This design comes from an exercise in tuning for small area, a short achievable clock period and few clock cycles on the open sky130 flow, not from production work. Function was checked by simulation only, so behaviour that the tests miss may differ from the original. Power is estimated from default activity; no workload was simulated.

==> build 88: inputs <==
==> flow/design.v <==
`default_nettype none
package rv_pkg;
    localparam int XLEN = 32;
    typedef logic [XLEN-1:0] word_t;
    typedef logic [4:0]      reg_addr_t;
    localparam word_t RESET_PC = 32'h0000_0000;
    typedef struct packed {
        logic       cyc;
        logic       stb;
        logic       we;
        word_t      adr;
        word_t      dat_w;
        logic [3:0] sel;
    } wb_req_t;
    typedef struct packed {
        word_t dat_r;
        logic  ack;
    } wb_rsp_t;
endpackage
`default_nettype wire
`timescale 1ns/1ps
`default_nettype none
module rv_decoder (
    input  rv_pkg::word_t inst,
    output logic          is_load,
    output logic          is_store,
    output logic          is_branch,
    output logic          is_jal,
    output logic          is_jalr,
    output logic          is_lui,
    output logic          is_auipc,
    output logic          is_op,
    output logic          is_opimm,
    output logic          is_system,
    output logic          use_imm,
    output logic          sub,
    output rv_pkg::word_t imm,       
    output rv_pkg::word_t imm_t      
);
    logic [4:0] opc;
    logic [2:0] f3;
    assign opc = inst[6:2];
    assign f3  = inst[14:12];
    assign is_load   = (opc == 5'b00000);
    assign is_opimm  = (opc == 5'b00100);
    assign is_auipc  = (opc == 5'b00101);
    assign is_store  = (opc == 5'b01000);
    assign is_op     = (opc == 5'b01100);
    assign is_lui    = (opc == 5'b01101);
    assign is_branch = (opc == 5'b11000);
    assign is_jalr   = (opc == 5'b11001);
    assign is_jal    = (opc == 5'b11011);
    assign is_system = (opc == 5'b11100);
    assign use_imm = !(is_op || is_branch);
    assign sub = is_branch ||
                 ((is_op || is_opimm) && f3[2:1] == 2'b01) ||
                 (is_op && f3 == 3'b000 && inst[30]);
    assign imm = is_store ? {{20{inst[31]}}, inst[31:25], inst[11:7]}
                          : {{20{inst[31]}}, inst[31:20]};
    always_comb begin
        if (is_jal)
            imm_t = {{12{inst[31]}}, inst[19:12], inst[20], inst[30:21], 1'b0};
        else if (is_branch)
            imm_t = {{20{inst[31]}}, inst[7], inst[30:25], inst[11:8], 1'b0};
        else
            imm_t = {inst[31:12], 12'b0};
    end
endmodule
`default_nettype wire
`timescale 1ns/1ps
`default_nettype none
module rv_regfile (
    input  logic              clk,
    input  rv_pkg::reg_addr_t raddr1,
    input  rv_pkg::reg_addr_t raddr2,
    output rv_pkg::word_t     rdata1,
    output rv_pkg::word_t     rdata2,
    input  logic              we,
    input  rv_pkg::reg_addr_t waddr,
    input  rv_pkg::word_t     wdata
);
    rv_pkg::word_t regs [1:31];
    always_ff @(posedge clk) begin
        for (int i = 1; i < 32; i++) begin
            if (we && waddr == 5'(i)) begin
                regs[i] <= wdata;
            end
        end
    end
    always_comb begin
        rdata1 = '0;
        rdata2 = '0;
        for (int i = 1; i < 32; i++) begin
            rdata1 = rdata1 | (regs[i] & {32{raddr1 == 5'(i)}});
            rdata2 = rdata2 | (regs[i] & {32{raddr2 == 5'(i)}});
        end
    end
endmodule
`default_nettype wire
`timescale 1ns/1ps
`default_nettype none
module rv_execute (
    input  rv_pkg::word_t op_a,
    input  rv_pkg::word_t op_b,
    input  logic          sub,
    input  logic [2:0]    f3,
    input  logic          arith,      
    output rv_pkg::word_t sum,        
    output rv_pkg::word_t alu_out,    
    output logic          take        
);
    logic [32:0] addr_sum;
    logic        lt;
    logic        ltu;
    logic        eq;
    rv_pkg::word_t x;
    rv_pkg::word_t shin;
    rv_pkg::word_t shr;
    rv_pkg::word_t shl;
    logic [4:0]  shamt;
    assign addr_sum = {1'b0, op_a} + {1'b0, op_b ^ {32{sub}}} + {32'b0, sub};
    assign sum      = addr_sum[31:0];
    assign ltu      = !addr_sum[32];
    assign lt       = (op_a[31] != op_b[31]) ? op_a[31] : addr_sum[31];
    assign x        = op_a ^ op_b;
    assign eq       = (x == '0);
    assign shamt = op_b[4:0];
    always_comb begin
        for (int i = 0; i < 32; i++) shin[i] = f3[2] ? op_a[i] : op_a[31-i];
        shr = rv_pkg::word_t'($signed({arith && f3[2] && op_a[31], shin}) >>> shamt);
        for (int i = 0; i < 32; i++) shl[i] = shr[31-i];
    end
    always_comb begin
        unique case (f3)
            3'b000:  alu_out = sum;
            3'b001:  alu_out = shl;
            3'b010:  alu_out = {31'b0, lt};
            3'b011:  alu_out = {31'b0, ltu};
            3'b100:  alu_out = x;
            3'b101:  alu_out = shr;
            3'b110:  alu_out = op_a | op_b;
            default: alu_out = op_a & op_b;
        endcase
    end
    always_comb begin
        unique case (f3[2:1])
            2'b00:   take = eq;
            2'b10:   take = lt;
            2'b11:   take = ltu;
            default: take = 1'b0;
        endcase
        take = take ^ f3[0];
    end
endmodule
`default_nettype wire
`timescale 1ns/1ps
`default_nettype none
module rv_lsu (
    input  logic [2:0]    st_f3,
    input  logic [1:0]    st_lane,
    input  rv_pkg::word_t store_data,
    output logic [3:0]    sel,
    output rv_pkg::word_t bus_wdata,
    input  logic [2:0]    ld_f3,
    input  logic [1:0]    ld_lane,
    input  rv_pkg::word_t bus_rdata,
    output rv_pkg::word_t load_data
);
    always_comb begin
        unique case (st_f3[1:0])
            2'b00: begin
                sel       = 4'b0001 << st_lane;
                bus_wdata = {4{store_data[7:0]}};
            end
            2'b01: begin
                sel       = st_lane[1] ? 4'b1100 : 4'b0011;
                bus_wdata = {2{store_data[15:0]}};
            end
            default: begin
                sel       = 4'b1111;
                bus_wdata = store_data;
            end
        endcase
    end
    logic [15:0] half;
    logic [7:0]  byte_v;
    assign half   = ld_lane[1] ? bus_rdata[31:16] : bus_rdata[15:0];
    assign byte_v = ld_lane[0] ? half[15:8] : half[7:0];
    always_comb begin
        unique case (ld_f3[1:0])
            2'b00:   load_data = {{24{byte_v[7] && !ld_f3[2]}}, byte_v};
            2'b01:   load_data = {{16{half[15] && !ld_f3[2]}}, half};
            default: load_data = bus_rdata;
        endcase
    end
endmodule
`default_nettype wire
`timescale 1ns/1ps
`default_nettype none
module rv_core (
    input  logic            clk,
    input  logic            reset,
    output rv_pkg::wb_req_t wb_req,
    input  rv_pkg::wb_rsp_t wb_rsp,
    output logic            halted
);
    logic          cyc;
    logic          we;
    logic [31:2]   adr;
    logic [1:0]    lane;
    logic [3:0]    sel;
    rv_pkg::word_t dat_w;
    logic          mem;       
    logic          v;         
    rv_pkg::word_t ir;
    logic [31:2]   xpc;       
    logic [4:0]    ld_rd;
    logic [2:0]    ld_f3;
    logic          bus_ack;
    assign bus_ack = cyc && wb_rsp.ack;
    logic is_load, is_store, is_branch, is_jal, is_jalr, is_lui, is_auipc;
    logic is_op, is_opimm, is_system, use_imm, sub;
    rv_pkg::word_t imm, imm_t;
    logic [2:0] f3;
    logic [4:0] rd;
    assign f3 = ir[14:12];
    assign rd = ir[11:7];
    rv_decoder u_decoder (
        .inst      (ir),
        .is_load   (is_load),
        .is_store  (is_store),
        .is_branch (is_branch),
        .is_jal    (is_jal),
        .is_jalr   (is_jalr),
        .is_lui    (is_lui),
        .is_auipc  (is_auipc),
        .is_op     (is_op),
        .is_opimm  (is_opimm),
        .is_system (is_system),
        .use_imm   (use_imm),
        .sub       (sub),
        .imm       (imm),
        .imm_t     (imm_t)
    );
    rv_pkg::word_t rs1_data, rs2_data;
    logic          rf_we;
    logic [4:0]    rf_waddr;
    rv_pkg::word_t rf_wdata;
    rv_regfile u_regfile (
        .clk    (clk),
        .raddr1 (ir[19:15]),
        .raddr2 (ir[24:20]),
        .rdata1 (rs1_data),
        .rdata2 (rs2_data),
        .we     (rf_we),
        .waddr  (rf_waddr),
        .wdata  (rf_wdata)
    );
    rv_pkg::word_t sum, alu_out;
    logic          take;
    rv_execute u_execute (
        .op_a    (rs1_data),
        .op_b    (use_imm ? imm : rs2_data),
        .sub     (sub),
        .f3      (f3),
        .arith   (ir[30]),
        .sum     (sum),
        .alu_out (alu_out),
        .take    (take)
    );
    rv_pkg::word_t tgt;
    assign tgt = {xpc, 2'b00} + imm_t;
    rv_pkg::word_t result;
    always_comb begin
        if (is_lui)                 result = imm_t;
        else if (is_auipc)          result = tgt;
        else if (is_jal || is_jalr) result = {adr, 2'b00};
        else if (is_op || is_opimm) result = alu_out;
        else                        result = sum;
    end
    logic redir, needs_ack, xfire, writes_rd;
    assign redir     = is_jal || is_jalr || (is_branch && take);
    assign needs_ack = is_load || is_store || redir || is_system;
    assign xfire     = v && !mem && (!needs_ack || bus_ack);
    assign writes_rd = is_op || is_opimm || is_lui || is_auipc || is_jal || is_jalr;
    logic [3:0]    st_sel;
    rv_pkg::word_t st_data, load_data;
    rv_lsu u_lsu (
        .st_f3      (f3),
        .st_lane    (sum[1:0]),
        .store_data (rs2_data),
        .sel        (st_sel),
        .bus_wdata  (st_data),
        .ld_f3      (ld_f3),
        .ld_lane    (lane),
        .bus_rdata  (wb_rsp.dat_r),
        .load_data  (load_data)
    );
    assign rf_we    = mem ? (bus_ack && !we) : (xfire && writes_rd);
    assign rf_waddr = mem ? ld_rd : rd;
    assign rf_wdata = mem ? load_data : result;
    logic [31:2] seq_adr;
    assign seq_adr = (mem ? xpc : adr) + 30'd1;
    always_ff @(posedge clk or posedge reset) begin
        if (reset) begin
            cyc    <= 1'b0;
            we     <= 1'b0;
            mem    <= 1'b0;
            v      <= 1'b0;
            halted <= 1'b0;
            adr    <= rv_pkg::RESET_PC[31:2];
        end else if (!halted) begin
            cyc <= 1'b1;
            if (mem) begin
                if (bus_ack) begin
                    mem <= 1'b0;
                    we  <= 1'b0;
                    adr <= seq_adr;
                end
            end else if (bus_ack) begin
                if (v && redir) begin
                    v   <= 1'b0;
                    adr <= is_jalr ? sum[31:2] : tgt[31:2];
                end else if (v && is_system) begin
                    v      <= 1'b0;
                    cyc    <= 1'b0;
                    halted <= 1'b1;
                end else begin
                    v <= 1'b1;
                    if (v && (is_load || is_store)) begin
                        mem <= 1'b1;
                        we  <= is_store;
                        adr <= sum[31:2];
                    end else begin
                        adr <= seq_adr;
                    end
                end
            end else if (v && !needs_ack) begin
                v <= 1'b0;
            end
        end
    end
    always_ff @(posedge clk) begin
        if (!mem && bus_ack) begin
            ir  <= wb_rsp.dat_r;
            xpc <= adr;
        end
        if (!mem && bus_ack && v) begin
            lane  <= sum[1:0];
            sel   <= st_sel;
            dat_w <= st_data;
            ld_rd <= rd;
            ld_f3 <= f3;
        end
    end
    always_comb begin
        wb_req.cyc   = cyc;
        wb_req.stb   = cyc;
        wb_req.we    = we;
        wb_req.adr   = {adr, lane};
        wb_req.sel   = sel;
        wb_req.dat_w = dat_w;
    end
endmodule
`default_nettype wire
`timescale 1ns/1ps
`default_nettype none
module rv_top (
    input  logic        clk,
    input  logic        reset,
    output logic        wb_cyc,
    output logic        wb_stb,
    output logic        wb_we,
    output logic [31:0] wb_adr,
    output logic [31:0] wb_dat_w,
    output logic [3:0]  wb_sel,
    input  logic [31:0] wb_dat_r,
    input  logic        wb_ack,
    output logic        halted
);
    rv_pkg::wb_req_t wb_req;
    rv_pkg::wb_rsp_t wb_rsp;
    rv_core u_core (
        .clk    (clk),
        .reset  (reset),
        .wb_req (wb_req),
        .wb_rsp (wb_rsp),
        .halted (halted)
    );
    assign wb_cyc       = wb_req.cyc;
    assign wb_stb       = wb_req.stb;
    assign wb_we        = wb_req.we;
    assign wb_adr       = wb_req.adr;
    assign wb_dat_w     = wb_req.dat_w;
    assign wb_sel       = wb_req.sel;
    assign wb_rsp.dat_r = wb_dat_r;
    assign wb_rsp.ack   = wb_ack;
endmodule
`default_nettype wire
==> flow/run.sh <==
#!/bin/bash
# synth_recipe.tcl (not shown) runs the flow's synth.tcl, then flattens the netlist and writes it again
# the make line also repeats each setting of config.mk as NAME=value (left out here)
make -C /OpenROAD-flow-scripts/flow DESIGN_CONFIG=/design/flow/config.mk WORK_HOME=/design/flow/orfs CLKGATE_MAP_FILE= SYNTH_SCRIPT=/design/flow/synth_recipe.tcl finish
==> flow/config.mk <==
export PLATFORM = sky130hd
export DESIGN_NAME = rv_top
export DESIGN_NICKNAME = rv_top
export VERILOG_FILES = /design/flow/design.v
export SDC_FILE = /design/flow/constraint.sdc
export NUM_CORES = 4
export LEC_CHECK = 0
export CAP_MARGIN = 20
export CORE_MARGIN = 2
export CORE_UTILIZATION = 40
export SLEW_MARGIN = 20
==> flow/constraint.sdc <==
create_clock -name core_clock -period 14.0 [get_ports {clk}]
set_input_delay 2.8000 -clock core_clock [delete_from_list [all_inputs] [get_ports {clk}]]
set_output_delay 2.8000 -clock core_clock [all_outputs]
set_load 0.01 [all_outputs]
==> build 40: changes against build 88 <==
--- a/flow/design.v
+++ b/flow/design.v
@@ -70,4 +70,35 @@
 `timescale 1ns/1ps
 `default_nettype none
+module rv_rf_sel3 (
+    input  logic [2:0] d,
+    input  logic [2:0] s,
+    output logic       y_n
+);
+    assign y_n = !((d[0] && s[0]) || (d[1] && s[1]) || (d[2] && s[2]));
+endmodule
+module rv_rf_port (
+    input  rv_pkg::reg_addr_t raddr,
+    input  logic [31:0][31:0] q,
+    output rv_pkg::word_t     rdata
+);
+    logic [32:0] s;
+    logic [31:0][10:0] y_n;
+    always_comb begin
+        for (int i = 0; i < 32; i++) s[i] = (raddr == 5'(i)) && (i != 0);
+        s[32] = 1'b0;
+    end
+    for (genvar b = 0; b < 32; b++) begin : g_bit
+        for (genvar k = 0; k < 11; k++) begin : g_grp
+            logic [2:0] d;
+            assign d = {(3*k+2 < 32) ? q[(3*k+2) % 32][b] : 1'b0, q[3*k+1][b], q[3*k][b]};
+            rv_rf_sel3 u_sel (
+                .d   (d),
+                .s   (s[3*k+2:3*k]),
+                .y_n (y_n[b][k])
+            );
+        end
+        assign rdata[b] = !(&y_n[b]);
+    end
+endmodule
 module rv_regfile (
     input  logic              clk,
@@ -81,4 +112,5 @@
 );
     rv_pkg::word_t regs [1:31];
+    logic [31:0][31:0] q;
     always_ff @(posedge clk) begin
         for (int i = 1; i < 32; i++) begin
@@ -89,11 +121,9 @@
     end
     always_comb begin
-        rdata1 = '0;
-        rdata2 = '0;
-        for (int i = 1; i < 32; i++) begin
-            rdata1 = rdata1 | (regs[i] & {32{raddr1 == 5'(i)}});
-            rdata2 = rdata2 | (regs[i] & {32{raddr2 == 5'(i)}});
-        end
+        q[0] = '0;
+        for (int i = 1; i < 32; i++) q[i] = regs[i];
     end
+    rv_rf_port u_rd1 (.raddr (raddr1), .q (q), .rdata (rdata1));
+    rv_rf_port u_rd2 (.raddr (raddr2), .q (q), .rdata (rdata2));
 endmodule
 `default_nettype wire
@@ -209,12 +239,15 @@
     logic [31:2]   adr;
     logic [1:0]    lane;
-    logic [3:0]    sel;
-    rv_pkg::word_t dat_w;
     logic          mem;       
     logic          v;         
     rv_pkg::word_t ir;
     logic [31:2]   xpc;       
-    logic [4:0]    ld_rd;
-    logic [2:0]    ld_f3;
+    logic          xpred;     
+    logic          x_use_imm;  
+    logic          x_sub;
+    logic [4:0]    ld_rd;     
+    logic [2:0]    ld_f3;     
+    rv_pkg::word_t opa;       
+    rv_pkg::word_t opb;       
     logic          bus_ack;
     assign bus_ack = cyc && wb_rsp.ack;
@@ -243,4 +276,22 @@
         .imm_t     (imm_t)
     );
+    logic f_use_imm, f_sub;
+    rv_decoder u_fdecoder (
+        .inst      (wb_rsp.dat_r),
+        .is_load   (),
+        .is_store  (),
+        .is_branch (),
+        .is_jal    (),
+        .is_jalr   (),
+        .is_lui    (),
+        .is_auipc  (),
+        .is_op     (),
+        .is_opimm  (),
+        .is_system (),
+        .use_imm   (f_use_imm),
+        .sub       (f_sub),
+        .imm       (),
+        .imm_t     ()
+    );
     rv_pkg::word_t rs1_data, rs2_data;
     logic          rf_we;
@@ -249,6 +300,6 @@
     rv_regfile u_regfile (
         .clk    (clk),
-        .raddr1 (ir[19:15]),
-        .raddr2 (ir[24:20]),
+        .raddr1 (mem ? ir[19:15] : wb_rsp.dat_r[19:15]),
+        .raddr2 (mem ? ir[24:20] : wb_rsp.dat_r[24:20]),
         .rdata1 (rs1_data),
         .rdata2 (rs2_data),
@@ -260,7 +311,7 @@
     logic          take;
     rv_execute u_execute (
-        .op_a    (rs1_data),
-        .op_b    (use_imm ? imm : rs2_data),
-        .sub     (sub),
+        .op_a    (opa),
+        .op_b    (x_use_imm ? imm : opb),
+        .sub     (x_sub),
         .f3      (f3),
         .arith   (ir[30]),
@@ -270,16 +321,18 @@
     );
     rv_pkg::word_t tgt;
-    assign tgt = {xpc, 2'b00} + imm_t;
+    logic [31:2]   xpc4;
+    assign tgt  = {xpc, 2'b00} + imm_t;
+    assign xpc4 = xpc + 30'd1;
     rv_pkg::word_t result;
     always_comb begin
         if (is_lui)                 result = imm_t;
         else if (is_auipc)          result = tgt;
-        else if (is_jal || is_jalr) result = {adr, 2'b00};
+        else if (is_jal || is_jalr) result = {xpc4, 2'b00};
         else if (is_op || is_opimm) result = alu_out;
         else                        result = sum;
     end
     logic redir, needs_ack, xfire, writes_rd;
-    assign redir     = is_jal || is_jalr || (is_branch && take);
-    assign needs_ack = is_load || is_store || redir || is_system;
+    assign redir     = is_jalr || (is_branch && (take != xpred));
+    assign needs_ack = is_load || is_store || is_branch || is_jalr || is_system;
     assign xfire     = v && !mem && (!needs_ack || bus_ack);
     assign writes_rd = is_op || is_opimm || is_lui || is_auipc || is_jal || is_jalr;
@@ -287,7 +340,7 @@
     rv_pkg::word_t st_data, load_data;
     rv_lsu u_lsu (
-        .st_f3      (f3),
-        .st_lane    (sum[1:0]),
-        .store_data (rs2_data),
+        .st_f3      (ld_f3),
+        .st_lane    (lane),
+        .store_data (opb),
         .sel        (st_sel),
         .bus_wdata  (st_data),
@@ -300,6 +353,24 @@
     assign rf_waddr = mem ? ld_rd : rd;
     assign rf_wdata = mem ? load_data : result;
-    logic [31:2] seq_adr;
-    assign seq_adr = (mem ? xpc : adr) + 30'd1;
+    rv_pkg::word_t fi;
+    logic          fpred;
+    logic [31:2]   fimm;
+    logic [31:2]   next_adr;
+    assign fi    = wb_rsp.dat_r;
+    assign fpred = (fi[6:2] == 5'b11011) || (fi[6:2] == 5'b11000 && fi[31]);
+    assign fimm  = fi[3] ? {{12{fi[31]}}, fi[19:12], fi[20], fi[30:22]}
+                         : {{20{fi[31]}}, fi[7], fi[30:25], fi[11:9]};
+    assign next_adr = adr + (fpred ? fimm : 30'd1);
+    logic        sel_sum, sel_br;
+    logic [31:2] br_adr, base_adr, adr_d;
+    assign sel_sum = !mem && bus_ack && v && (is_jalr || is_load || is_store);
+    assign sel_br  = !mem && bus_ack && v && is_branch && (take != xpred);
+    assign br_adr  = xpred ? xpc4 : tgt[31:2];
+    always_comb begin
+        if (!bus_ack)  base_adr = adr;
+        else if (mem)  base_adr = xpred ? tgt[31:2] : xpc4;
+        else           base_adr = next_adr;
+    end
+    assign adr_d = sel_sum ? sum[31:2] : sel_br ? br_adr : base_adr;
     always_ff @(posedge clk or posedge reset) begin
         if (reset) begin
@@ -312,14 +383,13 @@
         end else if (!halted) begin
             cyc <= 1'b1;
+            adr <= adr_d;
             if (mem) begin
                 if (bus_ack) begin
                     mem <= 1'b0;
                     we  <= 1'b0;
-                    adr <= seq_adr;
                 end
             end else if (bus_ack) begin
                 if (v && redir) begin
                     v   <= 1'b0;
-                    adr <= is_jalr ? sum[31:2] : tgt[31:2];
                 end else if (v && is_system) begin
                     v      <= 1'b0;
@@ -331,7 +401,4 @@
                         mem <= 1'b1;
                         we  <= is_store;
-                        adr <= sum[31:2];
-                    end else begin
-                        adr <= seq_adr;
                     end
                 end
@@ -341,13 +408,27 @@
         end
     end
+    logic fwd1, fwd2, lfwd1, lfwd2;
+    assign fwd1  = xfire && writes_rd && rd != 5'd0 && wb_rsp.dat_r[19:15] == rd;
+    assign fwd2  = xfire && writes_rd && rd != 5'd0 && wb_rsp.dat_r[24:20] == rd;
+    assign lfwd1 = ld_rd != 5'd0 && ir[19:15] == ld_rd;
+    assign lfwd2 = ld_rd != 5'd0 && ir[24:20] == ld_rd;
     always_ff @(posedge clk) begin
         if (!mem && bus_ack) begin
-            ir  <= wb_rsp.dat_r;
-            xpc <= adr;
+            ir    <= wb_rsp.dat_r;
+            xpc   <= adr;
+            xpred     <= fpred;
+            x_use_imm <= f_use_imm;
+            x_sub     <= f_sub;
+        end
+        if (!mem && bus_ack && !(v && (is_load || is_store))) begin
+            opa <= fwd1 ? result : rs1_data;
+            opb <= fwd2 ? result : rs2_data;
+        end
+        if (mem && bus_ack) begin
+            opa <= (lfwd1 && !we) ? load_data : rs1_data;
+            opb <= (lfwd2 && !we) ? load_data : rs2_data;
         end
         if (!mem && bus_ack && v) begin
             lane  <= sum[1:0];
-            sel   <= st_sel;
-            dat_w <= st_data;
             ld_rd <= rd;
             ld_f3 <= f3;
@@ -359,6 +440,6 @@
         wb_req.we    = we;
         wb_req.adr   = {adr, lane};
-        wb_req.sel   = sel;
-        wb_req.dat_w = dat_w;
+        wb_req.sel   = st_sel;
+        wb_req.dat_w = st_data;
     end
 endmodule
--- a/flow/config.mk
+++ b/flow/config.mk
@@ -10,2 +10,3 @@
 export CORE_UTILIZATION = 40
 export SLEW_MARGIN = 20
+export SYNTH_HIERARCHICAL = 1
==> comparison table <==
|  | build 40 | build 88 |
|---|---|---|
| Status | timing/DRC/antenna clean | timing/DRC/antenna clean |
| Maximum clock skew at final layout | 69.9 ps | 73.0 ps |
| Clock buffer instance count of the final layout | 160 | 139 |
| Area taken by flip-flops and latches | 0.0348 sq mm | 0.0339 sq mm |
| Clock group total power | 3.38 mW | 3.30 mW |
| Number of well taps | 2058 | 2044 |
| Iteration count of the initial detailed-routing pass | 15 | 12 |
| Startpoint of the worst setup timing path | u_core.ir[5] | u_core.ir[20] |
| Cells after synthesis | 5022 | 5539 |
| Reg-to-reg critical path startpoint | u_core.ir[5] | u_core.ir[20] |
| Slowest cell on the critical path | o221ai_1 | edfxtp_1 |
| Switching part of the total power | 36.5% | 35.8% |
| Starting density of the core | 40.2% | 40.2% |
| Std-Cell Core Area | 0.156 sq mm | 0.154 sq mm |
| Register share of total power | 41.2% | 41.5% |
| HPWL Detailed | 189000 microns | 215000 microns |
| Layout multi-input combinational cell count | 3752 | 3865 |
| Global routing usage on met1 | 42.5% | 52.5% |
| Total power draw | 11.3 mW | 10.9 mW |
| Largest fanout on the critical path | 29 | 50 |
| Hold path endpoint | u_core.xpc[8] | u_core.ld_rd[1] |
| Via count of the first global-routing pass | 49300 | 53400 |
| Share of total power in combinational logic | 29.0% | 28.3% |
| Count of buffer and inverter cells on the critical path | 0 | 2 |
Testbench counts of build 88, summed over its fixed seeds: cycles 151,834.
Testbench counts of build 40, summed over its fixed seeds: cycles 143,241.

[separate check: timing with driven ports]
The results above use ideal ports. As a check the final layouts listed here were re-extracted and re-timed, cells and wires unchanged.
Step 1 (the two cells are an assumption about what drives the block):
set clk [get_ports {clk}]
set_driving_cell -lib_cell sky130_fd_sc_hd__clkbuf_16 $clk
set_driving_cell -lib_cell sky130_fd_sc_hd__buf_2 [delete_from_list [all_inputs] $clk]
Step 2 times the ports against the registers' clock, not the clock port: input delays grow and output delays shrink by t, the midpoint of the rising clock arrivals with the driver on.
Slacks: ideal / step 1 / step 2; pairs: ideal / step 1.
| run | t (ns) | slack for setup (ns) | worst setup path after step 2 | latest minus earliest clock arrival (ns) | cell pins on the clock port's net |
|---|---|---|---|---|---|
| build 88 | 0.851 | 5.368 / 5.368 / 5.368 | register to register | 0.073 / 0.073 | 1 |
| build 40 | 0.861 | 6.302 / 6.302 / 5.713 | input to register | 0.078 / 0.079 | 1 |
After both steps every run listed still meets setup and hold. The setup slack of build 40, which loses most, moves by 0.000 ns with the drivers and by -0.589 ns with both steps.
